This design comes from an exercise in tuning for small area, a short achievable clock period and few clock cycles per item on the open sky130 flow, not from production work.
Only simulation tests tie the RTL to the original design; equivalence was not proved.
Power and IR drop assume default switching activity.

<file path="flow/constraint.sdc">
create_clock -name core_clock -period 13.5 [get_ports {clk}]
set_input_delay 2.7000 -clock core_clock [delete_from_list [all_inputs] [get_ports {clk}]]
set_output_delay 2.7000 -clock core_clock [all_outputs]
set_load 0.01 [all_outputs]
</file>
<file path="flow/config.mk">
export PLATFORM = sky130hd
export DESIGN_NAME = vm_signed_divide_shift_alu
export DESIGN_NICKNAME = vm_signed_divide_shift_alu
export VERILOG_FILES = /design/flow/design.v
export SDC_FILE = /design/flow/constraint.sdc
export NUM_CORES = 4
export LEC_CHECK = 0
export ABC_AREA = 1
export CAP_MARGIN = 20
export CORE_MARGIN = 2
export CORE_UTILIZATION = 55
export SLEW_MARGIN = 20
</file>
<file path="flow/flow/run.sh">
#!/bin/bash
# The standard layout (the standard.sh, unchanged synthesis and steps), with
# ORFS's repair_timing steps (floorplan, CTS, global route) aiming for setup
# slack of SETUP_SLACK_MARGIN ns at the design's clock period, so that the
# achieved period shrinks. The clock, the SDC and every other setting are the standard flow's.
set -euo pipefail
export SETUP_SLACK_MARGIN=9
bash standard.sh > standard.log 2>&1
</file>
<file path="flow/standard.sh">
#!/bin/bash
# synth_recipe.tcl (not shown) runs the flow's synth.tcl, then flattens the netlist and writes it again
# the make line also repeats each setting of config.mk as NAME=value (left out here)
make -C /OpenROAD-flow-scripts/flow DESIGN_CONFIG=/design/flow/config.mk WORK_HOME=/design/flow/orfs CLKGATE_MAP_FILE= SYNTH_SCRIPT=/design/flow/synth_recipe.tcl "${@:-finish}"
</file>
<file path="flow/design.v">
`timescale 1ns / 1ps
package vmdiv_pkg;
  localparam int unsigned DataW = 32;
  typedef enum logic [2:0] {
    OP_DIV  = 3'd0,
    OP_MOD  = 3'd1,
    OP_SHL  = 3'd2,
    OP_SHRL = 3'd3,
    OP_SHRA = 3'd4,
    OP_SEXS = 3'd5,
    OP_SEXB = 3'd6,
    OP_NONE = 3'd7
  } op_t;
  typedef enum logic [1:0] {
    S_IDLE = 2'd0,   
    S_OUT  = 2'd1,   
    S_NORM = 2'd2,   
    S_ITER = 2'd3    
  } st_t;
  function automatic logic [5:0] lzc(input logic [31:0] v);
    logic [15:0]     z1;
    logic [15:0]     n1;
    logic [7:0]      z2;
    logic [7:0][1:0] n2;
    logic [3:0]      z3;
    logic [3:0][2:0] n3;
    logic [1:0]      z4;
    logic [1:0][3:0] n4;
    for (int i = 0; i < 16; i++) begin
      z1[i] = !(v[2*i+1] || v[2*i]);
      n1[i] = !v[2*i+1];
    end
    for (int i = 0; i < 8; i++) begin
      z2[i] = z1[2*i+1] && z1[2*i];
      n2[i] = z1[2*i+1] ? {1'b1, n1[2*i]} : {1'b0, n1[2*i+1]};
    end
    for (int i = 0; i < 4; i++) begin
      z3[i] = z2[2*i+1] && z2[2*i];
      n3[i] = z2[2*i+1] ? {1'b1, n2[2*i]} : {1'b0, n2[2*i+1]};
    end
    for (int i = 0; i < 2; i++) begin
      z4[i] = z3[2*i+1] && z3[2*i];
      n4[i] = z3[2*i+1] ? {1'b1, n3[2*i]} : {1'b0, n3[2*i+1]};
    end
    if (z4[1] && z4[0]) lzc = 6'd32;
    else lzc = z4[1] ? {2'b01, n4[0]} : {2'b00, n4[1]};
  endfunction
endpackage
`timescale 1ns / 1ps
module vmdiv_front (
  input  logic [31:0] din,
  input  logic [4:0]  amt,
  input  logic        left,
  input  logic        fill,
  output logic [31:0] dout
);
  logic [31:0] x, y;
  always_comb begin
    for (int i = 0; i < 32; i++) x[i] = left ? din[31-i] : din[i];
    y = 32'($signed({fill, x}) >>> amt);
    for (int i = 0; i < 32; i++) dout[i] = left ? y[31-i] : y[i];
  end
endmodule
`timescale 1ns / 1ps
module vmdiv_div_step (
  input  logic [31:0] r,
  input  logic [31:0] d,
  input  logic        sa,
  output logic [31:0] t,
  output logic        take
);
  logic [32:0] diff;
  always_comb begin
    diff = {r[31], r} - {sa, d};
    t    = diff[31:0];
    take = sa ? (diff[32] || (diff == '0)) : !diff[32];
  end
endmodule
`timescale 1ns / 1ps
module vm_signed_divide_shift_alu (
  input  logic        clk,
  input  logic        rst,
  input  logic        in_valid,
  output logic        in_ready,
  input  logic [2:0]  in_mode,
  input  logic [31:0] in_operand_a,
  input  logic [31:0] in_operand_b,
  output logic        out_valid,
  input  logic        out_ready,
  output logic [31:0] out_result,
  output logic        out_divide_error
);
  vmdiv_pkg::st_t st, st_n;
  logic [2:0]  md;
  logic [31:0] r_q, q_q, b_q;    
  logic        sa, nb, dz, ee;   
  logic [4:0]  cnt;
  logic [5:0]  lza_q, lzb_q;     
  logic        pb_q;             
  logic        rdy;
  logic [31:0] o_q;
  logic        oerr, ov, o2v, o2err;
  logic        ofree, accept, is_div, in_div, res_v, o2v_n;
  logic [31:0] res;
  logic        res_err;
  assign is_div = (md[2:1] == 2'b00);
  assign in_div = (in_mode[2:1] == 2'b00);
  assign ofree  = !ov || out_ready;
  assign accept = in_valid && rdy;
  logic [5:0] lza, lzb;
  logic       pb, bz;
  logic [6:0] dd;
  assign lza = vmdiv_pkg::lzc(in_operand_a ^ {32{in_operand_a[31]}});
  assign lzb = vmdiv_pkg::lzc(in_operand_b ^ {32{in_operand_b[31]}});
  assign pb  = in_operand_b[31] && ((~in_operand_b[31:1] & in_operand_b[30:0]) == '0);
  assign bz  = (in_operand_b == '0);
  assign dd  = 7'(lzb_q) - 7'(lza_q) + 7'(sa) - 7'(pb_q);
  logic        norm, sh_left, sh_fill, bad;
  logic [31:0] negq, sh_in, sh_out;
  logic [4:0]  sh_amt;
  assign negq    = 32'(-q_q);
  assign norm    = (st == vmdiv_pkg::S_NORM);
  assign sh_in   = norm ? (nb ? negq : q_q) : r_q;
  assign sh_left = norm || (md == vmdiv_pkg::OP_SHL);
  assign sh_amt  = norm ? dd[4:0] : q_q[4:0];
  assign sh_fill = !norm && (md == vmdiv_pkg::OP_SHRA) && r_q[31];
  assign bad     = q_q[31] || (q_q[30:5] != '0);
  vmdiv_front u_front (.din(sh_in), .amt(sh_amt), .left(sh_left), .fill(sh_fill), .dout(sh_out));
  logic [31:0] t;
  logic        take;
  vmdiv_div_step u_step (.r(r_q), .d(b_q), .sa(sa), .t(t), .take(take));
  always_comb begin
    res     = '0;
    res_err = 1'b0;
    unique case (md)
      vmdiv_pkg::OP_DIV:  begin
        res     = (ee || dz) ? '0 : nb ? negq : q_q;
        res_err = dz;
      end
      vmdiv_pkg::OP_MOD:  begin
        res     = dz ? '0 : r_q;
        res_err = dz;
      end
      vmdiv_pkg::OP_SHL:  res = bad ? '0 : sh_out;
      vmdiv_pkg::OP_SHRL: res = bad ? '0 : sh_out;
      vmdiv_pkg::OP_SHRA: res = bad ? {32{r_q[31]}} : sh_out;
      vmdiv_pkg::OP_SEXS: res = {{16{r_q[15]}}, r_q[15:0]};
      vmdiv_pkg::OP_SEXB: res = {{24{r_q[7]}}, r_q[7:0]};
      default: res = '0;
    endcase
  end
  assign res_v = (st == vmdiv_pkg::S_OUT) && !o2v;
  always_comb begin
    st_n = st;
    unique case (st)
      vmdiv_pkg::S_OUT:  if (!o2v) st_n = vmdiv_pkg::S_IDLE;
      vmdiv_pkg::S_NORM: if (!o2v) st_n = dd[6] ? vmdiv_pkg::S_OUT : vmdiv_pkg::S_ITER;
      vmdiv_pkg::S_ITER: if (cnt == '0) st_n = vmdiv_pkg::S_OUT;
      default: ;
    endcase
    if (accept) st_n = (in_div && !bz) ? vmdiv_pkg::S_NORM : vmdiv_pkg::S_OUT;
  end
  assign o2v_n = o2v ? !ofree : (res_v && !ofree);
  always_ff @(posedge clk) begin
    if (rst) begin
      st  <= vmdiv_pkg::S_IDLE;
      ov  <= 1'b0;
      o2v <= 1'b0;
      rdy <= 1'b1;
    end else begin
      st  <= st_n;
      o2v <= o2v_n;
      rdy <= !o2v_n && (st_n == vmdiv_pkg::S_IDLE || st_n == vmdiv_pkg::S_OUT);
      if (o2v ? ofree : (res_v && ofree)) ov <= 1'b1;
      else if (out_ready) ov <= 1'b0;
    end
  end
  always_ff @(posedge clk) begin
    unique case (st)
      vmdiv_pkg::S_NORM: if (!o2v) begin
        b_q <= sh_out;
        q_q <= '0;
        cnt <= dd[4:0];
        ee  <= dd[6];
      end
      vmdiv_pkg::S_ITER: begin
        if (take) r_q <= t;
        q_q <= {q_q[30:0], take};
        b_q <= {sa, b_q[31:1]};
        cnt <= cnt - 5'd1;
      end
      default: ;
    endcase
    if (accept) begin
      r_q <= in_operand_a;
      q_q <= in_operand_b;
      md  <= in_mode;
      sa  <= in_operand_a[31];
      nb  <= in_operand_a[31] ^ in_operand_b[31];
      dz  <= bz;
      ee    <= bz;
      lza_q <= lza;
      lzb_q <= lzb;
      pb_q  <= pb;
    end
    if (o2v) begin
      if (ofree) begin
        o_q  <= b_q;
        oerr <= o2err;
      end
    end else if (res_v) begin
      if (ofree) begin
        o_q  <= res;
        oerr <= res_err;
      end else begin
        b_q   <= res;
        o2err <= res_err;
      end
    end
  end
  assign in_ready         = rdy;
  assign out_valid        = ov;
  assign out_result       = o_q;
  assign out_divide_error = oerr;
endmodule
</file>
==> PnR_summary.wiki, run 1 <==
{| class="wikitable"
! Metric !! Value
|-
| Run status || timing/DRC/antenna clean
|-
| Pin slew with the least headroom to its limit || 1130 ps
|-
| Combinational family with the most area after synthesis || simple AND/OR/NAND/NOR gates
|-
| First-pass GRT wire length || 100 mm
|-
| Top achievable clock speed || 225 MHz
|-
| Dominant synthesized flop cell || edfxtp_1
|-
| Count of standard-cell rows || 62
|-
| Minimum period implied by the final worst setup slack || 4440 ps
|-
| Fill cell total of the finished layout || 2,715
|-
| Vias per cell || 6.24
|-
| Accumulated negative setup slack || 0 ps
|-
| Final Cell Area || 18,300 um2
|-
| Number of unique standard cell types used by synthesis || 61
|-
| Critical path cell sequence || clkdlybuf4s50_1 > inv_1 > ha_1 > nor2_2 > inv_1 > nor2_2 > nand2_2 > nor2_2 > inv_1 > nor2_4 > o32ai_1
|-
| Setup repair after global routing missed its margin || no
|-
| Maximum clock path buffer count || 2
|-
| Critical path arrival || 4650 ps
|-
| Post-detailed-route DRC marker count || 0
|-
| Clock tree from TritonCTS || yes
|-
| Worst Setup Start Kind || input port
|-
| Number of buffers created by CTS || 17
|-
| Number of levels the H-tree was split into || 4
|-
| Register bit total from synthesis || 160
|-
| Setup WS post-layout || 9060 ps
|-
| Final HPWL from detailed placement || 51.1 mm
|-
| Final #Nets || 2,811
|-
| Root Buffer Master || clkbuf_16
|-
| Hold buffer count at CTS || 0
|-
| Pin count of the biggest net entering global routing || 74
|-
| Initial DRT Pass Iterations || 8
|-
| Detailed-route via count || 19,243
|-
| Total met2 wirelength after detailed routing || 28.6 mm
|-
| Number of antenna diodes || 0
|-
| Total global-route track usage || 42.8%
|-
| Worst stage delay on the critical path || 530 ps
|-
| Initial antenna violation count || 0
|-
| Top Metal Used || met4
|-
| Max Slew Vio Count || 0
|-
| Weighted congestion at the end of routability-driven global placement || 1.07
|-
| Endpoint required time on the critical path || 13,700 ps
|-
| Final Setup Violations || 0
|-
| Relative area change from synthesis to final layout || 12.5%
|-
| Netlist Area Pre-Place || 16,300 um2
|-
| Routed length per placed instance || 21.5 um
|-
| Crit-path slowest cell || clkdlybuf4s50_1
|-
| Count of antenna-violating nets left after detailed routing || 0
|-
| Maximum vdd drop || 102 uV
|-
| Number of flops mapped to enable cells by yosys || 123
|-
| Via count of the first global-routing pass || 17,742
|-
| Share of flip-flops with an asynchronous set or reset || 0%
|-
| # Max-Cap Violations || 0
|-
| Die H || 176 um
|-
| Largest delay share family, worst path || buffers and inverters
|-
| I/O pin total || 106
|-
| Core Region || 28,900 um2
|-
| IO Port Bufs || 105
|-
| Cells after Synth || 2,645
|-
| Simple-gate share of the synthesized area || 41.0%
|-
| Placement Setup Slack || 7490 ps
|-
| Mean area per synthesized cell || 6.15 um2
|-
| Die area || 31,000 um2
|-
| Starting Density || 56.2%
|-
| Post-synthesis net count || 2,769
|-
| Complex-gate fraction of the synthesized area || 15.0%
|-
| Worst hold-check path type || reg2reg
|-
| Multiplexer share of the synthesized area || 0.0615%
|-
| Slew Limit Headroom || 24.5%
|-
| Post-detailed-routing wire length || 66.4 mm
|-
| Area after detailed placement || 17,400 um2
|-
| Congestion Overflow GR || 0
|-
| Static leakage || 8.59 nW
|-
| Type of the worst setup path || in2reg
|-
| Clock input transition at the sequential cells of the worst setup and hold paths || 70 ps
|-
| WL met1 || 24.6 mm
|-
| Adder-cell share of the synthesized area || 4.26%
|-
| DIE WIDTH || 176 um
|-
| Worst Clk Skew || 26.1 ps
|-
| Met3 wire length || 8.36 mm
|-
| Number of buffers and inverters on the critical path || 4
|-
| Maximum fanout along the worst path || 6
|-
| Final worst-path cycle share || 32.9%
|-
| Capturing element type of the critical path || flip-flop
|-
| Layout cells sized above 1 || 5.85%
|-
| Sink Count || 160
|-
| Xor and xnor area share after synthesis || 2.05%
|-
| Drt first-iter violations || 3,329
|-
| Yosys warns || 3
|-
| Insertion delay of the later-clocked pin in the worst-skew pair || 470 ps
|-
| Total power per unit cell area || 174 nW/um2
|-
| Seq/Total Area, Yosys || 27.3%
|-
| Number of failing hold endpoints at the final stage || 0
|}
## worst paths after layout
check / start / end / slack, ps / cells after the start
worst max-delay path: in_operand_b[30] / lzb_q[2] / 9060 / 11
worst min-delay path: o2err / oerr / 550 / 2
worst max register to register: sa / o_q[0] / 9140 / 18
worst min register to register: o2err / oerr / 550 / 2
## worst min-delay path: cells and delay by family (launching register included)
kind / cells / cell delay, ps
flops: 1 / 330
simple gates: 2 / 110
## synth_stat cells, drive strengths merged, types with 18 or more instances
library cell / instances / area [um2]
o22ai: 18 / 119
clkbuf: 40 / 150
ha: 49 / 613
nand3b: 19 / 143
edfxtp: 123 / 3690
inv: 295 / 1110
a21oi: 94 / 478
o21ai: 198 / 1020
dfxtp: 37 / 741
nand2: 891 / 3400
xor2: 25 / 219
buf: 78 / 422
nor2: 216 / 860
nand3: 382 / 1940
nor3: 21 / 105
## sequential cells by signal (all words and copies together) (netlist names), 2 cells and up
name	count
o_q	32
lzb_q	6
md	3
r_q	32
q_q	32
b_q	32
cnt	5
st	2
lza_q	6
## layout by cell type (no fill, tap or decap), types with 19 or more instances in the layout
master,instances
ha_1,49
clkdlybuf4s50_1,94
edfxtp_1,123
a21oi_1,92
nor2_2,20
o21ai_0,157
nand2_1,871
nand3_1,376
clkbuf_16,19
buf_4,29
dfxtp_1,37
o21ai_1,33
xor2_1,25
nor2_1,190
nand3b_1,19
nor3_1,20
inv_1,278
## stage by stage
step | power [mW] | hold slack, ps | cells | util [%]
after floorplan | 2.01 | 495 | 2645 | -
after global placement | 2.53 | 517 | 3039 | 60.2
after detailed placement | 2.57 | 526 | 3039 | 60.2
after CTS | 3.09 | 547 | 3078 | 62.7
after global routing | 3.38 | 561 | 3084 | 63.2
final | 3.18 | 547 | 3084 | 63.2
## cell families (layout without fill, tap and decap cells)
| kind of cell | Yosys count | count (layout) |
|---|---|---|
| xor gates and xnor gates | 38 | 38 |
| DFF | 160 | 160 |
| muxes | 1 | 1 |
| buffers and inverters | 415 | 470 |
| AOI/OAI and AO/OA | 413 | 413 |
| and+or+nand+nor | 1565 | 1565 |
| adders and majority gates | 53 | 53 |
## power breakdown
part	total [mW]	internal, mW	switching, mW
clock	0.517	0.284	0.233
combinational	1.83	0.599	1.23
sequential	0.838	0.677	0.161
## routing by layer
layer	GRT usage (%)	vias to the layer above
met3	11.3	310
met5	0	-
met2	65.8	1436
met4	27.0	0
met1	53.5	8616
li1	-	8881
## layout make-up
| cell class | count | area [um2] | area share, % |
|---|---|---|---|
| inverters | 297 | 1140 | 6.23 |
| well taps | 384 | 480 | 2.63 |
| clock inverters | 12 | 133 | 0.725 |
| clock buffers | 20 | 479 | 2.62 |
| flip-flops and latches | 160 | 4430 | 24.2 |
| repair inverters | 3 | 22.5 | 0.123 |
| repair buffers | 138 | 1360 | 7.43 |
| multi-input cells | 2070 | 10200 | 56.0 |
## what timing repair did
| action | CTS | global route |
|---|---|---|
| pin swaps | 0 | 6 |
| cloned | 1 | 2 |
| setup endpoints to repair | 128 | 109 |
| buffers inserted | 6 | 4 |
| resized for setup | 38 | 43 |
Testbench counts, summed over its fixed seeds: cycles 21,996, items 8,000.
==> run 2, diff against run 1 <==
--- a/flow/design.v
+++ b/flow/design.v
@@ -70,9 +70,26 @@
   output logic        take
 );
-  logic [32:0] diff;
-  always_comb begin
-    diff = {r[31], r} - {sa, d};
-    t    = diff[31:0];
-    take = sa ? (diff[32] || (diff == '0)) : !diff[32];
+  logic [32:0] x, y, p, s;
+  logic [31:0] g, pp;
+  always_comb begin
+    x  = {r[31], r};
+    y  = ~{sa, d};
+    p  = x ^ y;
+    g  = x[31:0] & y[31:0];
+    pp = p[31:0];
+    g[0] = g[0] | pp[0];   
+    for (int l = 0; l < 5; l++)
+      for (int i = (2 << l) - 1; i < 32; i += (2 << l)) begin
+        g[i]  = g[i] | (pp[i] & g[i - (1 << l)]);
+        pp[i] = pp[i] & pp[i - (1 << l)];
+      end
+    for (int l = 3; l >= 0; l--)
+      for (int i = (2 << l) + (1 << l) - 1; i < 32; i += (2 << l)) begin
+        g[i]  = g[i] | (pp[i] & g[i - (1 << l)]);
+        pp[i] = pp[i] & pp[i - (1 << l)];
+      end
+    s    = p ^ {g, 1'b1};
+    t    = s[31:0];
+    take = sa ? (s[32] || (&p)) : !s[32];
   end
 endmodule
@@ -97,5 +114,5 @@
   logic [4:0]  cnt;
   logic [5:0]  lza_q, lzb_q;     
-  logic        pb_q;             
+  logic        pa_q, pb_q;       
   logic        rdy;
   logic [31:0] o_q;
@@ -109,15 +126,24 @@
   assign accept = in_valid && rdy;
   logic [5:0] lza, lzb;
-  logic       pb, bz;
+  logic       pa, pb, bz;
   logic [6:0] dd;
   assign lza = vmdiv_pkg::lzc(in_operand_a ^ {32{in_operand_a[31]}});
   assign lzb = vmdiv_pkg::lzc(in_operand_b ^ {32{in_operand_b[31]}});
+  assign pa  = in_operand_a[31] && ((~in_operand_a[31:1] & in_operand_a[30:0]) == '0);
   assign pb  = in_operand_b[31] && ((~in_operand_b[31:1] & in_operand_b[30:0]) == '0);
   assign bz  = (in_operand_b == '0);
-  assign dd  = 7'(lzb_q) - 7'(lza_q) + 7'(sa) - 7'(pb_q);
+  assign dd  = 7'(lzb_q) - 7'(lza_q) + 7'(pa_q) - 7'(pb_q);
   logic        norm, sh_left, sh_fill, bad;
   logic [31:0] negq, sh_in, sh_out;
   logic [4:0]  sh_amt;
-  assign negq    = 32'(-q_q);
+  logic [31:0] qor;
+  always_comb begin
+    qor = q_q;
+    for (int l = 0; l < 5; l++)
+      for (int i = (2 << l) - 1; i < 32; i += (2 << l)) qor[i] = qor[i] | qor[i - (1 << l)];
+    for (int l = 3; l >= 0; l--)
+      for (int i = (2 << l) + (1 << l) - 1; i < 32; i += (2 << l)) qor[i] = qor[i] | qor[i - (1 << l)];
+  end
+  assign negq    = q_q ^ {qor[30:0], 1'b0};
   assign norm    = (st == vmdiv_pkg::S_NORM);
   assign sh_in   = norm ? (nb ? negq : q_q) : r_q;
@@ -202,4 +228,5 @@
       lza_q <= lza;
       lzb_q <= lzb;
+      pa_q  <= pa;
       pb_q  <= pb;
     end
--- a/flow/flow/run.sh
+++ b/flow/flow/run.sh
@@ -5,4 +5,4 @@
 # achieved period shrinks. The clock, the SDC and every other setting are the standard flow's.
 set -euo pipefail
-export SETUP_SLACK_MARGIN=9
+export SETUP_SLACK_MARGIN=9.5
 bash standard.sh > standard.log 2>&1
--- a/flow/config.mk
+++ b/flow/config.mk
@@ -9,4 +9,4 @@
 export CAP_MARGIN = 20
 export CORE_MARGIN = 2
-export CORE_UTILIZATION = 55
+export CORE_UTILIZATION = 70
 export SLEW_MARGIN = 20
==> run 2 against run 1 <==
Net effect: the run now fails in 5_1_grt; synthesized area decreased by 4.4%; synthesized cell count decreased by 8.7%.
==> PnR_summary.wiki, run 2 <==
{| class="wikitable"
! Metric !! Value
|-
| Run status || aborted with a tool error (was timing/DRC/antenna clean)
|-
| Last step reached || 5_1_grt
|-
| Error that halted the flow || [ERROR GRT-0232] Routing congestion too high. Check the congestion heatmap in the GUI.
|-
| Simple-gate share of the synthesized area || 39.1% (was 41.0%)
|-
| Mean area per synthesized cell || 6.45 um2 (was 6.15 um2)
|-
| Post-synthesis net count || 2,569 (was 2,769)
|-
| Count of standard-cell rows || 54 (was 62)
|-
| Number of unique standard cell types used by synthesis || 54 (was 61)
|-
| Sink Count || 161 (was 160)
|-
| Congestion Overflow GR || 3,278
|-
| Number of flops mapped to enable cells by yosys || 124 (was 123)
|-
| Cell type with the largest total area after synthesis || edfxtp_1 (unchanged)
|-
| Yosys warns || 3 (unchanged)
|-
| Cells after Synth || 2,414 (was 2,645)
|-
| Root Buffer Master || clkbuf_16 (unchanged)
|-
| Multiplexer share of the synthesized area || 0.0643% (was 0.0615%)
|-
| DIE WIDTH || 153 um (was 176 um)
|-
| Top post-synthesis cells by area || edfxtp_1 (24%), nand2_1 (17%), nand3_1 (16%), inv_1 (6.4%), ha_1 (5.2%) (was edfxtp_1 (23%), nand2_1 (20%), nand3_1 (12%), inv_1 (6.6%), o21ai_0 (5.0%))
|-
| Hold buffer count at CTS || 0 (unchanged)
|-
| Weighted congestion at the end of routability-driven global placement || 1.22 (was 1.07)
|-
| Total global-route track usage || 112%
|-
| Netlist Area Pre-Place || 15,600 um2 (was 16,300 um2)
|-
| Seq/Total Area, Yosys || 28.7% (was 27.3%)
|-
| Starting Density || 71.3% (was 56.2%)
|-
| Area share of the leading cell type in the synthesized netlist || 23.9% (was 22.7%)
|-
| Last worst endpoint in the global-route repair_timing || o_q[31]$_DFFE_PP_/D
|-
| Worst End Pin Type || sequential cell input
|-
| Share of flip-flops with an asynchronous set or reset || 0% (unchanged)
|-
| Number of buffers created by CTS || 17 (unchanged)
|-
| IO Port Bufs || 105 (unchanged)
|-
| Complex-gate fraction of the synthesized area || 13.1% (was 15.0%)
|-
| Die H || 153 um (was 176 um)
|-
| Combinational family with the most area after synthesis || simple AND/OR/NAND/NOR gates (unchanged)
|-
| Most frequently used cell type in the post-synthesis netlist || nand2_1 (unchanged)
|-
| I/O pin total || 106 (unchanged)
|-
| Final HPWL from detailed placement || 44.7 mm (was 51.1 mm)
|-
| Pin count of the biggest net entering global routing || 73
|-
| Xor and xnor area share after synthesis || 1.29% (was 2.05%)
|-
| Register bit total from synthesis || 161 (was 160)
|-
| Dominant synthesized flop cell || edfxtp_1 (unchanged)
|-
| Maximum clock path buffer count || 2 (unchanged)
|-
| Adder-cell share of the synthesized area || 7.67% (was 4.26%)
|-
| Top cells by instance count after synthesis || nand2_1 (703), nand3_1 (494), inv_1 (267), o21ai_0 (150), nor2_1 (134) (was nand2_1 (875), nand3_1 (376), inv_1 (285), nor2_1 (206), o21ai_0 (163))
|-
| Number of levels the H-tree was split into || 4 (unchanged)
|}
-- run 2: worst max path at each step --
stage,end,slack [ps],depth (start not counted)
after CTS,o_q[30],9290,33
after detailed placement,lzb_q[1],7810,10
after global placement,lzb_q[0],8020,12
after floorplan,lzb_q[0],9310,13
-- run 2: cells by family after synthesis --
kind of cell / after synthesis
xor gates and xnor gates: 23
and+or+nand+nor: 1403
AOI/OAI and AO/OA: 343
buffers and inverters: 399
DFF: 161
adders and majority gates: 84
muxes: 1
-- run 2: layer usage --
layer,GRT overflow,track usage [%]
met1,78,94.8
met3,99,85.8
met5,26,68.3
met2,2398,150
met4,677,126
-- run 2: what timing repair did --
item,in CTS
buffers inserted,60
pin swaps,56
setup endpoints to repair,225
gates resized for setup,268
gates cloned,3
-- run 2: power by group through the flow --
stage	sequential (mW)	combinational, mW	clock [mW]
after floorplan	0.816	1.21	0
after global placement	0.916	1.65	0
after detailed placement	0.920	1.71	0
after CTS	0.912	1.84	0.497
-- run 2: metrics by stage --
stage	power, mW	instances	setup WS [ps]	instance area, um2
CTS	3.25	2795	9290	18400
detailed placement	2.63	2700	7810	16700
global placement	2.57	2700	8020	16700
floorplan	2.03	2414	9310	15700
Testbench counts of run 2, summed over its fixed seeds: cycles 21,697, items 8,000.
==> run 3, diff against run 2 <==
==> flow/flow/run.sh (replaced) <==
#!/bin/bash
set -euo pipefail
export BUFFER_PORTS_ARGS="-buffer_cell sky130_fd_sc_hd__buf_1"
export SETUP_SLACK_MARGIN=9
bash standard.sh > standard.log 2>&1
--- a/flow/config.mk
+++ b/flow/config.mk
@@ -9,4 +9,4 @@
 export CAP_MARGIN = 20
 export CORE_MARGIN = 2
-export CORE_UTILIZATION = 70
+export CORE_UTILIZATION = 55
 export SLEW_MARGIN = 20
==> run 3 against run 2 <==
Net effect: now clean on timing, DRC and antenna; synthesized cell count did not move; synthesized area did not move.
==> PnR_summary.wiki, run 3 <==
{| class="wikitable"
! Metric !! Value
|-
| Post-detailed-route DRC marker count || 0
|-
| Minimum period implied by the final worst setup slack || 4440 ps
|-
| Number of unique standard cell types used by synthesis || 54 (unchanged)
|-
| Max Slew Vio Count || 0
|-
| Yosys warns || 3 (unchanged)
|-
| Initial DRT Pass Iterations || 8
|-
| Clock tree from TritonCTS || yes
|-
| Count of antenna-violating nets left after detailed routing || 0
|-
| Cell type with the highest occurrence count on the critical path || nand3_1
|-
| Initial antenna violation count || 1
|-
| First-pass GRT wire length || 96.5 mm
|-
| Worst stage delay on the critical path || 600 ps
|-
| Via count of the first global-routing pass || 16,401
|-
| Total power per unit cell area || 193 nW/um2
|-
| Static leakage || 8.02 nW
|-
| Run status || timing/DRC/antenna clean (was aborted with a tool error)
|-
| Endpoint required time on the critical path || 13,780 ps
|-
| CP Launch Point || st[1]
|-
| Worst hold-check path type || reg2reg
|-
| Setup repair after global routing missed its margin || yes
|-
| Number of flops mapped to enable cells by yosys || 124 (unchanged)
|-
| Netlist Area Pre-Place || 15,600 um2 (unchanged)
|-
| Final worst-path cycle share || 32.9%
|-
| Placement Setup Slack || 8510 ps (was 7810 ps)
|-
| Maximum vdd drop || 93.0 uV
|-
| Sink Count || 161 (unchanged)
|-
| Relative area change from synthesis to final layout || 11.4%
|-
| Number of antenna diodes || 0
|-
| Setup WS post-layout || 9060 ps
|-
| Worst Clk Skew || 13.9 ps
|-
| Crit-path slowest cell || buf_4
|-
| Worst Setup Start Kind || flip-flop
|-
| Root Buffer Master || clkbuf_16 (unchanged)
|-
| Maximum clock path buffer count || 2 (unchanged)
|-
| Vias per cell || 6.37
|-
| Most frequently used cell type in the post-synthesis netlist || nand2_1 (unchanged)
|-
| Drt first-iter violations || 3,138
|-
| Number of levels the H-tree was split into || 4 (unchanged)
|-
| Total area of multi-input combinational cells || 10000 um2
|-
| Die area || 29,700 um2
|-
| Fill cell total of the finished layout || 2,585
|-
| Maximum fanout along the worst path || 53
|-
| Critical path cell sequence || nand2_4 > buf_4 > nand2_1 > o21ai_2 > buf_4 > inv_4 > nand3_1 > nand3_1 > nand3_1 > nand3_1 > nand3_1 > nand3_1 > nand3_1 > nand2_1 > nand2_1 > nand2_1 > o21ai_1
|-
| Top post-synthesis cells by area || edfxtp_1 (24%), nand2_1 (17%), nand3_1 (16%), inv_1 (6.4%), ha_1 (5.2%) (unchanged)
|-
| Mean area per synthesized cell || 6.45 um2 (unchanged)
|-
| Most common cell after layout, fill and taps aside || nand2_1
|-
| Critical path arrival || 4720 ps
|-
| Die H || 172 um (was 153 um)
|-
| Seq. cell area || 4470 um2
|-
| Capturing element type of the critical path || flip-flop
|-
| Layout cells sized above 1 || 7.97%
|-
| Final Setup Violations || 0
|-
| Insertion delay of the later-clocked pin in the worst-skew pair || 470 ps
|-
| Pin slew with the least headroom to its limit || 1200 ps
|-
| Clock input transition at the sequential cells of the worst setup and hold paths || 70 ps
|-
| Pin count of the biggest net entering global routing || 94
|-
| Hold buffer count at CTS || 0 (unchanged)
|-
| Share of flip-flops with an asynchronous set or reset || 0% (unchanged)
|-
| Number of failing hold endpoints at the final stage || 0
|-
| Weighted congestion at the end of routability-driven global placement || 1.09 (was 1.22)
|-
| Seq/Total Area, Yosys || 28.7% (unchanged)
|-
| Source of the worst hold timing path || o2err
|-
| I/O pin total || 106 (unchanged)
|-
| Congestion Overflow GR || 0
|-
| Post-synthesis net count || 2,569 (unchanged)
|-
| Slew Limit Headroom || 17.7%
|-
| Register bit total from synthesis || 161 (unchanged)
|-
| Dominant synthesized flop cell || edfxtp_1 (unchanged)
|-
| Type of the worst setup path || reg2reg
|-
| Area share of the leading cell type in the synthesized netlist || 23.9% (unchanged)
|-
| DIE WIDTH || 172 um (was 153 um)
|-
| # Max-Cap Violations || 0
|-
| Final #Nets || 2,615
|-
| Detailed-route via count || 18,158
|-
| Number of buffers created by CTS || 17 (unchanged)
|-
| Critical R2R Launch || st[1]
|-
| Accumulated negative setup slack || 0 ps
|-
| Cells after Synth || 2,414 (unchanged)
|-
| Top achievable clock speed || 225 MHz
|-
| Count of standard-cell rows || 61 (was 54)
|-
| Routed length per placed instance || 23.0 um
|-
| Total global-route track usage || 44.1%
|-
| Most frequent cells in the layout || nand2_1 (681), nand3_1 (444), inv_1 (261)
|-
| Starting Density || 55.9% (was 71.3%)
|-
| Cell type with the largest total area after synthesis || edfxtp_1 (unchanged)
|-
| Final HPWL from detailed placement || 49.6 mm (was 44.7 mm)
|-
| Top cells by instance count after synthesis || nand2_1 (703), nand3_1 (494), inv_1 (267), o21ai_0 (150), nor2_1 (134) (unchanged)
|-
| Post-detailed-routing wire length || 65.5 mm
|-
| IO Port Bufs || 105 (unchanged)
|-
| Core Region || 27,900 um2
|}
[run 3: cell counts after synthesis]
No cell type changed its count.
[run 3: layout make-up]
type,instances,share of cell area [%]
clock buffer,18,2.47
clock inverter,14,0.822
inverter,280,6.24
multi-input combinational,1854,57.6
sequential,161,25.7
tap,378,2.73
timing repair buffer,146,4.35
[run 3: routing by layer]
metal	share of wire [%]	up-vias	track usage (%)	wire length (um)
met5	0.014	-	0	9
met3	12	264	9.80	7860
li1	-	8264	-	-
met4	8.6	2	32.5	5660
met1	37	8315	56.3	24300
met2	42	1313	65.5	27600
[run 3: through the flow]
step	power, mW	util (%)	cells	hold WS [ps]	cell area [um2]
after floorplan	2.03	-	2414	495	15600
after global placement	2.61	57.8	2803	520	16100
after detailed placement	2.66	57.8	2803	538	16100
after CTS	3.17	60.1	2838	555	16700
after global routing	3.52	62.3	2851	575	17300
final	3.35	62.3	2851	557	17300
[run 3: critical path, delay by kind of cell, from the launching register on]
kind	cells	cell delay (ps)
simple gates	12	2100
buf+inv	3	1330
flops	1	480
compound gates	2	260
[run 3: final timing paths]
check / to / slack, ps / depth (start not counted)
min: oerr / 560 / 2
max: o_q[19] / 9060 / 17
min reg2reg: oerr / 560 / 2
max reg2reg: o_q[19] / 9060 / 17
[run 3: cell families after synthesis]
group	count (synthesis)	synth area share (%)
adders and majority gates	84	7.67
xor gates and xnor gates	23	1.29
muxes	1	0.0643
AOI/OAI and AO/OA	343	13.1
and+or+nand+nor	1403	39.1
DFF	161	28.7
buffers and inverters	399	10.1
[run 3: report_power, final]
part           switching [mW]  internal (mW)  total (mW)
registers               0.229          0.717       0.945
clock network           0.229          0.260       0.489
logic                    1.28          0.632        1.91
[run 3: repair_timing]
item,in CTS,in global routing
gates cloned,0,1
setup buffers,3,12
hold endpoints to repair,0,0
gates resized for setup,15,115
pin swaps,1,24
endpoints found under the setup margin,46,73
==> run 4, diff against run 3 <==
==> flow/flow/run.sh (replaced) <==
#!/bin/bash
set -euo pipefail
export BUFFER_PORTS_ARGS="-buffer_cell sky130_fd_sc_hd__buf_1"
SETUP_SLACK_MARGIN=9.5 bash standard.sh cts > standard_cts.log 2>&1
SETUP_SLACK_MARGIN=8.8 bash standard.sh > standard.log 2>&1
==> run 4 against run 3 <==
Net effect: still clean; combinational power about the same; cell count up 1.5%; hold slack got worse by 14 ps; maximum frequency up 1.3%; non-clock buffer count increased by 42.
==> PnR_summary.wiki, run 4 <==
{| class="wikitable"
! Metric !! Value
|-
| Run status || timing/DRC/antenna clean (unchanged)
|-
| Max Slew Vio Count || 0 (unchanged)
|-
| Congestion Overflow GR || 0 (unchanged)
|-
| Number of levels the H-tree was split into || 4 (unchanged)
|-
| GR Layer Usage met1 || 58.4% (was 56.3%)
|-
| Final #Nets || 2,658 (was 2,615)
|-
| Source of the worst hold timing path || o2err (unchanged)
|-
| Share of the core filled with cells in the final layout || 64.3% (was 62.3%)
|-
| Maximum fanout along the worst path || 8 (was 53)
|-
| Pin count of the biggest net entering global routing || 105 (was 94)
|-
| Placement Setup Slack || 8610 ps (was 8510 ps)
|-
| Minimum period implied by the final worst setup slack || 4380 ps (was 4440 ps)
|-
| Die area || 29,700 um2 (unchanged)
|-
| Die H || 172 um (unchanged)
|-
| Most frequently used cell type in the post-synthesis netlist || nand2_1 (unchanged)
|-
| Seq/Total Area, Yosys || 28.7% (unchanged)
|-
| Static leakage || 8.32 nW (was 8.02 nW)
|-
| Routed length per placed instance || 22.8 um (was 23.0 um)
|-
| Total chip power || 3.40 mW (was 3.35 mW)
|-
| Post-detailed-routing wire length || 65.9 mm (was 65.5 mm)
|-
| Netlist Area Pre-Place || 15,600 um2 (unchanged)
|-
| Most frequent cells in the layout || nand2_1 (685), nand3_1 (454), inv_1 (252) (was nand2_1 (681), nand3_1 (444), inv_1 (261))
|-
| Root Buffer Master || clkbuf_16 (unchanged)
|-
| First-pass GRT wire length || 98.8 mm (was 96.5 mm)
|-
| Initial antenna violation count || 3 (was 1)
|-
| Cell type with the largest total area after synthesis || edfxtp_1 (unchanged)
|-
| Critical R2R Launch || q_q[1] (was st[1])
|-
| Sequential share of power || 28.2% (about the same)
|-
| Insertion delay of the later-clocked pin in the worst-skew pair || 470 ps (about the same)
|-
| Worst Setup Start Kind || input port (was flip-flop)
|-
| Int Pwr || 1.66 mW (was 1.61 mW)
|-
| Final worst-path cycle share || 32.5% (was 32.9%)
|-
| Slew Limit Headroom || 18.6% (was 17.7%)
|-
| Capturing element type of the critical path || flip-flop (unchanged)
|-
| Critical path cell sequence || buf_6 > buf_16 > buf_8 > nor2_4 > nand2_1 > o21ai_2 > inv_1 > nor2_2 > inv_2 > nor3_2 > inv_1 > buf_4 > nor3_1 > a211oi_1 > nor2_1 (was nand2_4 > buf_4 > nand2_1 > o21ai_2 > buf_4 > inv_4 > nand3_1 > nand3_1 > nand3_1 > nand3_1 > nand3_1 > nand3_1 > nand3_1 > nand2_1 > nand2_1 > nand2_1 > o21ai_1)
|-
| Top achievable clock speed || 228 MHz (was 225 MHz)
|-
| Critical path arrival || 4700 ps (was 4720 ps)
|-
| Total global-route track usage || 44.9% (was 44.1%)
|-
| Final Setup Violations || 0 (unchanged)
|-
| Worst hold-check path type || reg2reg (unchanged)
|-
| Weighted congestion at the end of routability-driven global placement || 1.08 (was 1.09)
|-
| Number of flops mapped to enable cells by yosys || 124 (unchanged)
|-
| Relative area change from synthesis to final layout || 15.1% (was 11.4%)
|-
| Top post-synthesis cells by area || edfxtp_1 (24%), nand2_1 (17%), nand3_1 (16%), inv_1 (6.4%), ha_1 (5.2%) (unchanged)
|-
| Top cells by instance count after synthesis || nand2_1 (703), nand3_1 (494), inv_1 (267), o21ai_0 (150), nor2_1 (134) (unchanged)
|-
| Cells after Synth || 2,414 (unchanged)
|-
| Number of antenna diodes || 0 (unchanged)
|-
| Type of the worst setup path || in2reg (was reg2reg)
|-
| CP Launch Point || in_operand_b[31] (was st[1])
|-
| Count of antenna-violating nets left after detailed routing || 0 (unchanged)
|-
| Accumulated negative setup slack || 0 ps (unchanged)
|-
| Pin slew with the least headroom to its limit || 1220 ps (was 1200 ps)
|-
| Smallest hold slack || 543 ps (was 557 ps)
|-
| Comb power frac || 56.9% (was 57.1%)
|-
| DIE WIDTH || 172 um (unchanged)
|-
| Number of unique standard cell types used by synthesis || 54 (unchanged)
|-
| Worst stage delay on the critical path || 340 ps (was 600 ps)
|-
| Worst reg2reg path depth || 32 (was 17)
|-
| Share of flip-flops with an asynchronous set or reset || 0% (unchanged)
|-
| Starting Density || 55.9% (unchanged)
|-
| Proportion of power drawn by the clock network || 14.9% (was 14.6%)
|-
| Number of failing hold endpoints at the final stage || 0 (unchanged)
|-
| Maximum clock path buffer count || 2 (unchanged)
|-
| Cell type with the highest occurrence count on the critical path || inv_1 (was nand3_1)
|-
| Register bit total from synthesis || 161 (unchanged)
|-
| Via count of the first global-routing pass || 16,743 (was 16,401)
|-
| Sink Count || 161 (unchanged)
|-
| Number of buffers created by CTS || 17 (unchanged)
|-
| Post-synthesis net count || 2,569 (unchanged)
|-
| Busiest layer in global routing || met2 (unchanged)
|-
| Clock tree from TritonCTS || yes (unchanged)
|-
| Switching part of the total || 51.1% (was 51.9%)
|-
| Mean area per synthesized cell || 6.45 um2 (unchanged)
|-
| IO Port Bufs || 105 (unchanged)
|-
| Initial DRT Pass Iterations || 8 (unchanged)
|-
| Area share of the leading cell type in the synthesized netlist || 23.9% (unchanged)
|-
| Most common cell after layout, fill and taps aside || nand2_1 (unchanged)
|-
| Met2 global-route usage || 66.4% (was 65.5%)
|-
| Maximum vdd drop || 92.6 uV (was 93.0 uV)
|-
| Setup WS post-layout || 9120 ps (was 9060 ps)
|-
| Worst Clk Skew || 24.5 ps (was 13.9 ps)
|-
| Drt first-iter violations || 2,830 (was 3,138)
|-
| Detailed-route via count || 18,521 (was 18,158)
|-
| Core Region || 27,900 um2 (unchanged)
|-
| Clock input transition at the sequential cells of the worst setup and hold paths || 70 ps (about the same)
|-
| Endpoint required time on the critical path || 13,820 ps (was 13,780 ps)
|-
| Hold Path Cell Cnt || 2 (unchanged)
|-
| Setup repair after global routing missed its margin || no (was yes)
|-
| Yosys warns || 3 (unchanged)
|-
| Vias per cell || 6.40 (was 6.37)
|-
| Met3 track utilization from global routing || 10.8% (was 9.80%)
|-
| Dominant synthesized flop cell || edfxtp_1 (unchanged)
|-
| Switching power || 1.74 mW (about the same)
|-
| Crit-path slowest cell || nor3_1 (was buf_4)
|-
| Layout cells sized above 1 || 10.6% (was 7.97%)
|-
| Post-detailed-route DRC marker count || 0 (unchanged)
|-
| Final HPWL from detailed placement || 48.6 mm (was 49.6 mm)
|-
| Count of standard-cell rows || 61 (unchanged)
|-
| I/O pin total || 106 (unchanged)
|-
| Total power per unit cell area || 190 nW/um2 (was 193 nW/um2)
|-
| # Max-Cap Violations || 0 (unchanged)
|}
[run 4: changes by cell type in the layout (fill, tap and decap cells not counted), sizes merged]
cell	before	now
clkinvlp	4	5
clkinv	6	12
buf	145	186
bufbuf	0	2
bufinv	1	4
clkbuf	19	17
inv	283	275
[run 4: metrics by stage]
stage	cells	instance area [um2]
3_5_place_dp	2804	16200
2_1_floorplan	2414	15700
6_report	2894	17900
4_1_cts	2893	17900
3_3_place_gp	2804	16200
5_1_grt	2894	17900
[run 4: final cells by class]
cell class / count / area (um2)
Timing Repair inverter: 1 / 7.51
Fill cell: 2562 / 9940
Inverter: 280 / 1100
Clock inverter: 15 / 168
Multi-Input combinational cell: 1854 / 10100
Tap cell: 378 / 473
Sequential cell: 161 / 4460
Clock buffer: 17 / 425
Timing Repair Buffer: 188 / 1190
[run 4: kinds of logic after synthesis]
logic type | count (synthesis) | share of synthesized area [%]
compound gates | 343 | 13.1
xor+xnor | 23 | 1.29
fa+ha+maj | 84 | 7.67
buf+inv | 399 | 10.1
flops | 161 | 28.7
mux | 1 | 0.0643
simple gates | 1403 | 39.1
[run 4: final timing paths]
kind	end	slack, ps
max	lzb_q[0]	9120
min	oerr	540
max reg2reg	o_q[2]	9220
min reg2reg	oerr	540
[run 4: worst max-delay path: cells and delay by family]
kind                   cells  cell delay (ps)
AOI/OAI and AO/OA          2              220
and+or+nand+nor            6              990
buffers and inverters      7              790
[run 4: metal layers]
layer  wire length, um  vias to the layer above  share of wire [%]
met5                44                        -              0.067
met4              5460                        6                8.3
met3              8490                      289                 13
met2             27300                     1381                 41
met1             24500                     8491                 37
li1                  -                     8354                  -
[run 4: power groups by stage]
| stage | combinational (mW) | sequential, mW | clock (mW) |
|---|---|---|---|
| final | 1.94 | 0.959 | 0.507 |
| after global routing | 2.10 | 0.949 | 0.522 |
| after CTS | 1.85 | 0.932 | 0.503 |
| after detailed placement | 1.73 | 0.941 | 0 |
| after global placement | 1.70 | 0.938 | 0 |
| after floorplan | 1.21 | 0.816 | 0 |
[run 4: timing repair]
action,in CTS,in global routing
hold buffers,0,0
gates cloned,5,0
pin swaps,47,1
setup buffers,52,0
endpoints found under the setup margin,119,3
resized for setup,156,0
==> run 5, diff against run 4 <==
--- a/flow/config.mk
+++ b/flow/config.mk
@@ -10,3 +10,4 @@
 export CORE_MARGIN = 2
 export CORE_UTILIZATION = 55
+export CTS_BUF_LIST = sky130_fd_sc_hd__clkbuf_4 sky130_fd_sc_hd__clkbuf_8
 export SLEW_MARGIN = 20
==> run 5 against run 4 <==
Net effect: non-clock buffer count down 20; sequential share of layout area grew 0.72 points; hold slack better by 6.2 ps; clock skew down 1.4 ps; combinational power hardly changed; clock-buffer cell count unchanged; via count is 1.8% lower; setup slack better by 110 ps; clock power is 25% lower; flip-flop and latch count unchanged; register-to-register slack about the same; maximum frequency up 2.5%; critical path type is now reg2reg; critical endpoint is now o_q[2]; largest cell class unchanged; largest power group unchanged; highest routed layer is now met4.
==> PnR_summary.wiki, run 5 <==
{| class="wikitable"
! Metric !! Value
|-
| Run status || timing/DRC/antenna clean (unchanged)
|-
| Yosys warns || 3 (unchanged)
|-
| Count of antenna-violating nets left after detailed routing || 0 (unchanged)
|-
| Capturing element type of the critical path || flip-flop (unchanged)
|-
| Critical path arrival || 4520 ps (was 4700 ps)
|-
| Pin count of the biggest net entering global routing || 105 (unchanged)
|-
| Final worst-path cycle share || 31.7% (was 32.5%)
|-
| Minimum period implied by the final worst setup slack || 4280 ps (was 4380 ps)
|-
| # Max-Cap Violations || 0 (unchanged)
|-
| Endpoint required time on the critical path || 13,740 ps (was 13,820 ps)
|-
| Total chip power || 3.25 mW (was 3.40 mW)
|-
| Post-detailed-routing wire length || 64.7 mm (was 65.9 mm)
|-
| Final HPWL from detailed placement || 48.6 mm (unchanged)
|-
| Routed length per placed instance || 22.5 um (was 22.8 um)
|-
| Post-detailed-route DRC marker count || 0 (unchanged)
|-
| Initial DRT Pass Iterations || 7 (was 8)
|-
| Weighted congestion at the end of routability-driven global placement || 1.08 (unchanged)
|-
| Maximum clock path buffer count || 2 (unchanged)
|-
| Most frequently used cell type in the post-synthesis netlist || nand2_1 (unchanged)
|-
| Number of antenna diodes || 0 (unchanged)
|-
| Mean area per synthesized cell || 6.45 um2 (unchanged)
|-
| Dominant synthesized flop cell || edfxtp_1 (unchanged)
|-
| Sequential share of power || 29.4% (was 28.2%)
|-
| First-pass GRT wire length || 97.3 mm (was 98.8 mm)
|-
| Number of flops mapped to enable cells by yosys || 124 (unchanged)
|-
| Netlist Area Pre-Place || 15,600 um2 (unchanged)
|-
| Layout cells sized above 1 || 8.77% (was 10.6%)
|-
| Total global-route track usage || 44.2% (was 44.9%)
|-
| Clock tree from TritonCTS || yes (unchanged)
|-
| Register bit total from synthesis || 161 (unchanged)
|-
| Pin slew with the least headroom to its limit || 1190 ps (was 1220 ps)
|-
| Relative area change from synthesis to final layout || 11.9% (was 15.1%)
|-
| Clock input transition at the sequential cells of the worst setup and hold paths || 90 ps (was 70 ps)
|-
| Accumulated negative setup slack || 0 ps (unchanged)
|-
| Cell type with the highest occurrence count on the critical path || nand2_1 (was inv_1)
|-
| Congestion Overflow GR || 0 (unchanged)
|-
| Worst stage delay on the critical path || 440 ps (was 340 ps)
|-
| Worst hold-check path type || reg2reg (unchanged)
|-
| Setup repair after global routing missed its margin || no (unchanged)
|-
| Vias per cell || 6.33 (was 6.40)
|-
| Number of buffers created by CTS || 17 (unchanged)
|-
| DIE WIDTH || 172 um (unchanged)
|-
| Final #Nets || 2,638 (was 2,658)
|-
| Seq/Total Area, Yosys || 28.7% (unchanged)
|-
| Type of the worst setup path || reg2reg (was in2reg)
|-
| Core Region || 27,900 um2 (unchanged)
|-
| Top achievable clock speed || 234 MHz (was 228 MHz)
|-
| Share of flip-flops with an asynchronous set or reset || 0% (unchanged)
|-
| Maximum vdd drop || 81.6 uV (was 92.6 uV)
|-
| Static leakage || 8.07 nW (was 8.32 nW)
|-
| Insertion delay of the later-clocked pin in the worst-skew pair || 510 ps (was 470 ps)
|-
| Proportion of power drawn by the clock network || 11.7% (was 14.9%)
|-
| Count of standard-cell rows || 61 (unchanged)
|-
| Crit-path slowest cell || edfxtp_1 (was nor3_1)
|-
| Detailed-route via count || 18,186 (was 18,521)
|-
| IO Port Bufs || 105 (unchanged)
|-
| Post-synthesis net count || 2,569 (unchanged)
|-
| Maximum fanout along the worst path || 3 (was 8)
|-
| Root Buffer Master || clkbuf_8 (was clkbuf_16)
|-
| Initial antenna violation count || 1 (was 3)
|-
| Most frequent cells in the layout || nand2_1 (689), nand3_1 (469), inv_1 (256) (was nand2_1 (685), nand3_1 (454), inv_1 (252))
|-
| Slew Limit Headroom || 20.3% (was 18.6%)
|-
| Int Pwr || 1.55 mW (was 1.66 mW)
|-
| Sink Count || 161 (unchanged)
|-
| Top cells by instance count after synthesis || nand2_1 (703), nand3_1 (494), inv_1 (267), o21ai_0 (150), nor2_1 (134) (unchanged)
|-
| Final Setup Violations || 0 (unchanged)
|-
| I/O pin total || 106 (unchanged)
|-
| Die H || 172 um (unchanged)
|-
| Switching power || 1.71 mW (was 1.74 mW)
|-
| Cell type with the largest total area after synthesis || edfxtp_1 (unchanged)
|-
| Worst Clk Skew || 23.2 ps (was 24.5 ps)
|-
| Number of failing hold endpoints at the final stage || 0 (unchanged)
|-
| Die area || 29,700 um2 (unchanged)
|-
| Comb power frac || 58.9% (was 56.9%)
|-
| Worst Setup Start Kind || flip-flop (was input port)
|-
| Most common cell after layout, fill and taps aside || nand2_1 (unchanged)
|-
| Drt first-iter violations || 2,743 (was 2,830)
|-
| Number of levels the H-tree was split into || 4 (unchanged)
|-
| Switching part of the total || 52.5% (was 51.1%)
|-
| Top post-synthesis cells by area || edfxtp_1 (24%), nand2_1 (17%), nand3_1 (16%), inv_1 (6.4%), ha_1 (5.2%) (unchanged)
|-
| Starting Density || 55.9% (unchanged)
|-
| Max Slew Vio Count || 0 (unchanged)
|-
| Number of unique standard cell types used by synthesis || 54 (unchanged)
|-
| Cells after Synth || 2,414 (unchanged)
|-
| Area share of the leading cell type in the synthesized netlist || 23.9% (unchanged)
|-
| Fill cell total of the finished layout || 2,640 (was 2,562)
|-
| Total power per unit cell area || 187 nW/um2 (was 190 nW/um2)
|-
| Via count of the first global-routing pass || 16,421 (was 16,743)
|}
run 5: per-layer routing:
metal	GRT usage, %	wire length, um
met1	58.1	24600
met3	9.86	7890
met2	65.2	27100
met5	0	0
met4	29.0	5150
run 5: what timing repair did:
| action | 4_1_cts | 5_1_grt |
|---|---|---|
| hold buffers | 0 | 0 |
| setup endpoints to repair | 96 | 1 |
| setup buffers | 33 | 0 |
| gates cloned | 4 | 0 |
| pin swaps | 29 | 1 |
| gates resized for setup | 117 | 0 |
run 5: power by group through the flow:
stage          registers [mW]  logic, mW  clock network [mW]
2_1_floorplan           0.816       1.21                   0
3_3_place_gp            0.938       1.70                   0
3_5_place_dp            0.941       1.73                   0
4_1_cts                 0.931       1.83               0.379
5_1_grt                 0.950       2.08               0.396
6_report                0.957       1.92               0.380
run 5: area by class of cell:
cell class / instances / area [um2] / share of cell area, %
multi-input cells: 1854 / 9970 / 57.2
repair inverters: 1 / 7.51 / 0.0431
repair buffers: 168 / 1000 / 5.76
flip-flops and latches: 161 / 4460 / 25.6
clock inverters: 15 / 168 / 0.963
well taps: 378 / 473 / 2.72
inverters: 280 / 1100 / 6.29
clock buffers: 17 / 234 / 1.34
run 5: cells by family after synthesis:
group	synth area share (%)
mux	0.0643
xor+xnor	1.29
fa+ha+maj	7.67
compound gates	13.1
buf+inv	10.1
flops	28.7
simple gates	39.1
run 5: stage by stage:
stage                     hold WS [ps]  setup WS (ps)  utilization, %  instances  instance area (um2)
after global placement             515           8650            58.2       2804                16200
after floorplan                    495           9310               -       2414                15700
after global routing               582           8860            62.5       2874                17400
final                              549           9220            62.5       2874                17400
after CTS                          550           9270            62.5       2873                17400
after detailed placement           528           8610            58.2       2804                16200
run 5: final timing paths:
check	cells past startpoint	from	slack, ps	to
worst max-delay path	32	q_q[1]	9220	o_q[2]
worst max register to register	32	q_q[1]	9220	o_q[2]
worst min-delay path	2	o2err	550	oerr
worst min register to register	2	o2err	550	oerr
run 5: worst max-delay path: cells and delay by family, from the launching register on:
kind                       cells  cell delay (ps)
and+or+nand+nor               26             2990
DFF                            1              440
adders and majority gates      2              310
buffers and inverters          4              300
==> run 6, diff against run 5 <==
==> flow/flow/run.sh (replaced) <==
#!/bin/bash
set -euo pipefail
export BUFFER_PORTS_ARGS="-buffer_cell sky130_fd_sc_hd__buf_1"
export SETUP_SLACK_MARGIN=9
bash standard.sh > standard.log 2>&1
--- a/flow/config.mk
+++ b/flow/config.mk
@@ -9,5 +9,5 @@
 export CAP_MARGIN = 20
 export CORE_MARGIN = 2
-export CORE_UTILIZATION = 55
+export CORE_UTILIZATION = 60
 export CTS_BUF_LIST = sky130_fd_sc_hd__clkbuf_4 sky130_fd_sc_hd__clkbuf_8
 export SLEW_MARGIN = 20
==> run 6 against run 5 <==
Net effect: global-route usage is 0.98 points higher; sequential share of layout area rose by 0.66 points; clock-buffer cell count rose by 1; die area down 8.1%; largest cell class unchanged; highest routed layer unchanged.
==> PnR_summary.wiki, run 6 <==
{| class="wikitable"
! Metric !! Value
|-
| Run status || timing/DRC/antenna clean (unchanged)
|-
| Complex-gate fraction of the synthesized area || 13.1% (unchanged)
|-
| Most frequent cells in the layout || nand2_1 (686), nand3_1 (461), inv_1 (262) (was nand2_1 (689), nand3_1 (469), inv_1 (256))
|-
| Die area || 27,200 um2 (was 29,700 um2)
|-
| CP Launch Point || q_q[1] (unchanged)
|-
| Top post-synthesis cells by area || edfxtp_1 (24%), nand2_1 (17%), nand3_1 (16%), inv_1 (6.4%), ha_1 (5.2%) (unchanged)
|-
| Number of levels the H-tree was split into || 4 (unchanged)
|-
| Initial DRT Pass Iterations || 7 (unchanged)
|-
| Drt first-iter violations || 3,100 (was 2,743)
|-
| Slew Limit Headroom || 13.1% (was 20.3%)
|-
| Top cells by instance count after synthesis || nand2_1 (703), nand3_1 (494), inv_1 (267), o21ai_0 (150), nor2_1 (134) (unchanged)
|-
| Setup repair after global routing missed its margin || yes (was no)
|-
| Total power per unit cell area || 188 nW/um2 (was 187 nW/um2)
|-
| Post-synthesis net count || 2,569 (unchanged)
|-
| Most common cell after layout, fill and taps aside || nand2_1 (unchanged)
|-
| First-pass GRT wire length || 92.0 mm (was 97.3 mm)
|-
| Sequential share of power || 29.6% (was 29.4%)
|-
| Combinational family with the most area after synthesis || simple AND/OR/NAND/NOR gates (unchanged)
|-
| Seq/Total Area, Yosys || 28.7% (unchanged)
|-
| Total chip power || 3.20 mW (was 3.25 mW)
|-
| Relative area change from synthesis to final layout || 9.09% (was 11.9%)
|-
| Dominant synthesized flop cell || edfxtp_1 (unchanged)
|-
| Count of cell instances traversed by the critical path || 31 (was 32)
|-
| Initial antenna violation count || 2 (was 1)
|-
| Number of failing hold endpoints at the final stage || 0 (unchanged)
|-
| Type of the worst setup path || reg2reg (unchanged)
|-
| Maximum vdd drop || 101 uV (was 81.6 uV)
|-
| Comb power frac || 58.7% (was 58.9%)
|-
| Pin slew with the least headroom to its limit || 1270 ps (was 1190 ps)
|-
| Congestion Overflow GR || 0 (unchanged)
|-
| Clock tree from TritonCTS || yes (unchanged)
|-
| Die H || 165 um (was 172 um)
|-
| Detailed-route via count || 18,240 (was 18,186)
|-
| Root Buffer Master || clkbuf_8 (unchanged)
|-
| Number of unique standard cell types used by synthesis || 54 (unchanged)
|-
| Core Region || 25,300 um2 (was 27,900 um2)
|-
| Post-detailed-routing wire length || 62.5 mm (was 64.7 mm)
|-
| Minimum period implied by the final worst setup slack || 4390 ps (was 4280 ps)
|-
| Post-detailed-route DRC marker count || 0 (unchanged)
|-
| Cells after Synth || 2,414 (unchanged)
|-
| End of the critical path || o_q[1] (was o_q[2])
|-
| Cell type with the highest occurrence count on the critical path || nand2_1 (unchanged)
|-
| I/O pin total || 106 (unchanged)
|-
| Share of the core filled with cells in the final layout || 67.0% (was 62.5%)
|-
| Final std cells w/o fill || 2,806 (was 2,874)
|-
| Final Setup Violations || 0 (unchanged)
|-
| Final worst-path cycle share || 32.6% (was 31.7%)
|-
| Simple-gate share of the synthesized area || 39.1% (unchanged)
|-
| Most frequently used cell type in the post-synthesis netlist || nand2_1 (unchanged)
|-
| Worst stage delay on the critical path || 430 ps (was 440 ps)
|-
| Switching part of the total || 53.1% (was 52.5%)
|-
| Worst Setup Start Kind || flip-flop (unchanged)
|-
| Largest delay share family, worst path || simple AND/OR/NAND/NOR gates (unchanged)
|-
| Insertion delay of the later-clocked pin in the worst-skew pair || 490 ps (was 510 ps)
|-
| Vias per cell || 6.50 (was 6.33)
|-
| Multiplexer share of the synthesized area || 0.0643% (unchanged)
|-
| Number of buffers created by CTS || 17 (unchanged)
|-
| Share of flip-flops with an asynchronous set or reset || 0% (unchanged)
|-
| Total global-route track usage || 45.1% (was 44.2%)
|-
| IO Port Bufs || 105 (unchanged)
|-
| # Max-Cap Violations || 0 (unchanged)
|-
| Max Slew Vio Count || 0 (unchanged)
|-
| Maximum clock path buffer count || 2 (unchanged)
|-
| Top achievable clock speed || 228 MHz (was 234 MHz)
|-
| Count of standard-cell rows || 58 (was 61)
|-
| Sink Count || 161 (unchanged)
|-
| Critical R2R Launch || q_q[1] (unchanged)
|-
| Worst hold-check path type || reg2reg (unchanged)
|-
| Accumulated negative setup slack || 0 ps (unchanged)
|-
| Weighted congestion at the end of routability-driven global placement || 1.11 (was 1.08)
|-
| Register-to-register path setup slack || 9110 ps (was 9220 ps)
|-
| Number of flops mapped to enable cells by yosys || 124 (unchanged)
|-
| Clock input transition at the sequential cells of the worst setup and hold paths || 110 ps (was 90 ps)
|-
| Critical path arrival || 4630 ps (was 4520 ps)
|-
| Netlist Area Pre-Place || 15,600 um2 (unchanged)
|-
| Adder-cell share of the synthesized area || 7.67% (unchanged)
|-
| Capturing element type of the critical path || flip-flop (unchanged)
|-
| Pin count of the biggest net entering global routing || 99 (was 105)
|-
| Cell type with the largest total area after synthesis || edfxtp_1 (unchanged)
|-
| Endpoint required time on the critical path || 13,730 ps (was 13,740 ps)
|-
| DIE WIDTH || 165 um (was 172 um)
|-
| Final HPWL from detailed placement || 47.5 mm (was 48.6 mm)
|-
| Number of instances in the placed design || 2,756 (was 2,804)
|-
| Maximum fanout along the worst path || 3 (unchanged)
|-
| Register bit total from synthesis || 161 (unchanged)
|-
| Final Cell Area || 17,000 um2 (was 17,400 um2)
|-
| Starting Density || 61.4% (was 55.9%)
|-
| Xor and xnor area share after synthesis || 1.29% (unchanged)
|-
| Worst reg2reg path depth || 31 (was 32)
|-
| Layout cells sized above 1 || 7.11% (was 8.77%)
|-
| Yosys warns || 3 (unchanged)
|-
| Routed length per placed instance || 22.3 um (was 22.5 um)
|-
| Via count of the first global-routing pass || 16,107 (was 16,421)
|-
| Int Pwr || 1.50 mW (was 1.55 mW)
|-
| Setup WS post-layout || 9110 ps (was 9220 ps)
|-
| Worst Clk Skew || 22.9 ps (was 23.2 ps)
|-
| Area after detailed placement || 16,000 um2 (was 16,200 um2)
|-
| Placement Setup Slack || 8010 ps (was 8610 ps)
|-
| R2r endpoint || o_q[1] (was o_q[2])
|-
| Static leakage || 7.91 nW (was 8.07 nW)
|-
| Final #Nets || 2,616 (was 2,638)
|-
| Crit-path slowest cell || edfxtp_1 (unchanged)
|-
| Number of buffers and inverters on the critical path || 3 (was 4)
|-
| Smallest hold slack || 554 ps (was 549 ps)
|-
| Switching power || 1.70 mW (was 1.71 mW)
|-
| Count of antenna-violating nets left after detailed routing || 0 (unchanged)
|-
| Mean area per synthesized cell || 6.45 um2 (unchanged)
|-
| Proportion of power drawn by the clock network || 11.7% (about the same)
|-
| Area share of the leading cell type in the synthesized netlist || 23.9% (unchanged)
|}
-- run 6: logic make-up after synthesis --
logic type / Yosys count
simple gates: 1403
buf+inv: 399
compound gates: 343
flops: 161
fa+ha+maj: 84
xor+xnor: 23
mux: 1
-- run 6: cell type report --
cell class	instances	area, um2
diodes	2	5.00
clock buffers	18	248
clock inverters	14	149
fillers	2304	8350
inverters	280	1070
multi-input cells	1854	9870
flip-flops and latches	161	4460
well taps	330	413
repair buffers	147	759
-- run 6: power groups by stage --
stage	clock network, mW	registers (mW)	logic, mW
6_report	0.374	0.948	1.88
2_1_floorplan	0	0.817	1.21
3_5_place_dp	0	0.928	1.71
5_1_grt	0.386	0.937	2.04
3_3_place_gp	0	0.926	1.66
4_1_cts	0.369	0.918	1.74
-- run 6: metal layers --
layer / vias to the layer above / global-route usage (%) / wire length, um
met3: 273 / 11.8 / 8480
met1: 8348 / 58.2 / 22600
met5: - / 0 / 0
met2: 1344 / 66.8 / 26200
li1: 8275 / - / -
met4: 0 / 29.5 / 5190
-- run 6: what timing repair did --
action | 4_1_cts | 5_1_grt
pin swaps | 0 | 18
gates cloned | 0 | 1
buffers inserted | 0 | 14
endpoints found under the hold margin | 0 | 0
hold buffers | 0 | 0
setup endpoints to repair | 33 | 73
resized for setup | 9 | 92
-- run 6: tightest hold or removal path, delay by kind of cell (launching register included) --
| kind | cells | cell delay (ps) |
|---|---|---|
| AND/OR/NAND/NOR | 2 | 100 |
| flip-flops | 1 | 360 |
-- run 6: worst min path at each step --
stage,start,to,slack (ps),cells after the start
after global routing,o2err,oerr,590,2
after global placement,o2err,oerr,520,2
after CTS,o2err,oerr,550,2
final,o2err,oerr,550,2
after floorplan,o2err,oerr,490,2
after detailed placement,o2err,oerr,520,2

==> port drivers added, routing unchanged <==
In the flow no input, the clock included, has a driving cell. The finished layouts below were timed again as built, in two steps. Step 1: set_driving_cell puts a clkbuf_16 on clk and a buf_2 on each other input, an assumption about the parent block. Step 2, shift: input delay + t, output delay - t, t = (earliest + latest rising clock arrival at the registers) / 2. This alone moves slack from input paths to output paths. Slacks: no drivers / after step 1 / after step 2; pairs: no drivers / after step 1.
| run | shift t [ns] | setup slack, ns | worst setup path at the end |
|---|---|---|---|
| run 1 | 0.512 | 9.057 / 9.089 / 8.577 | input to register |
| run 3 | 0.520 | 9.059 / 9.059 / 8.671 | input to register |
| run 4 | 0.510 | 9.115 / 9.141 / 8.631 | input to register |
| run 5 | 0.544 | 9.222 / 9.222 / 8.850 | input to register |
| run 6 | 0.526 | 9.106 / 9.106 / 8.696 | input to register |
After both steps every run listed still meets setup and hold. For run 4, which loses most, drivers alone change the setup slack by +0.026 ns; drivers and shift together by -0.484 ns.
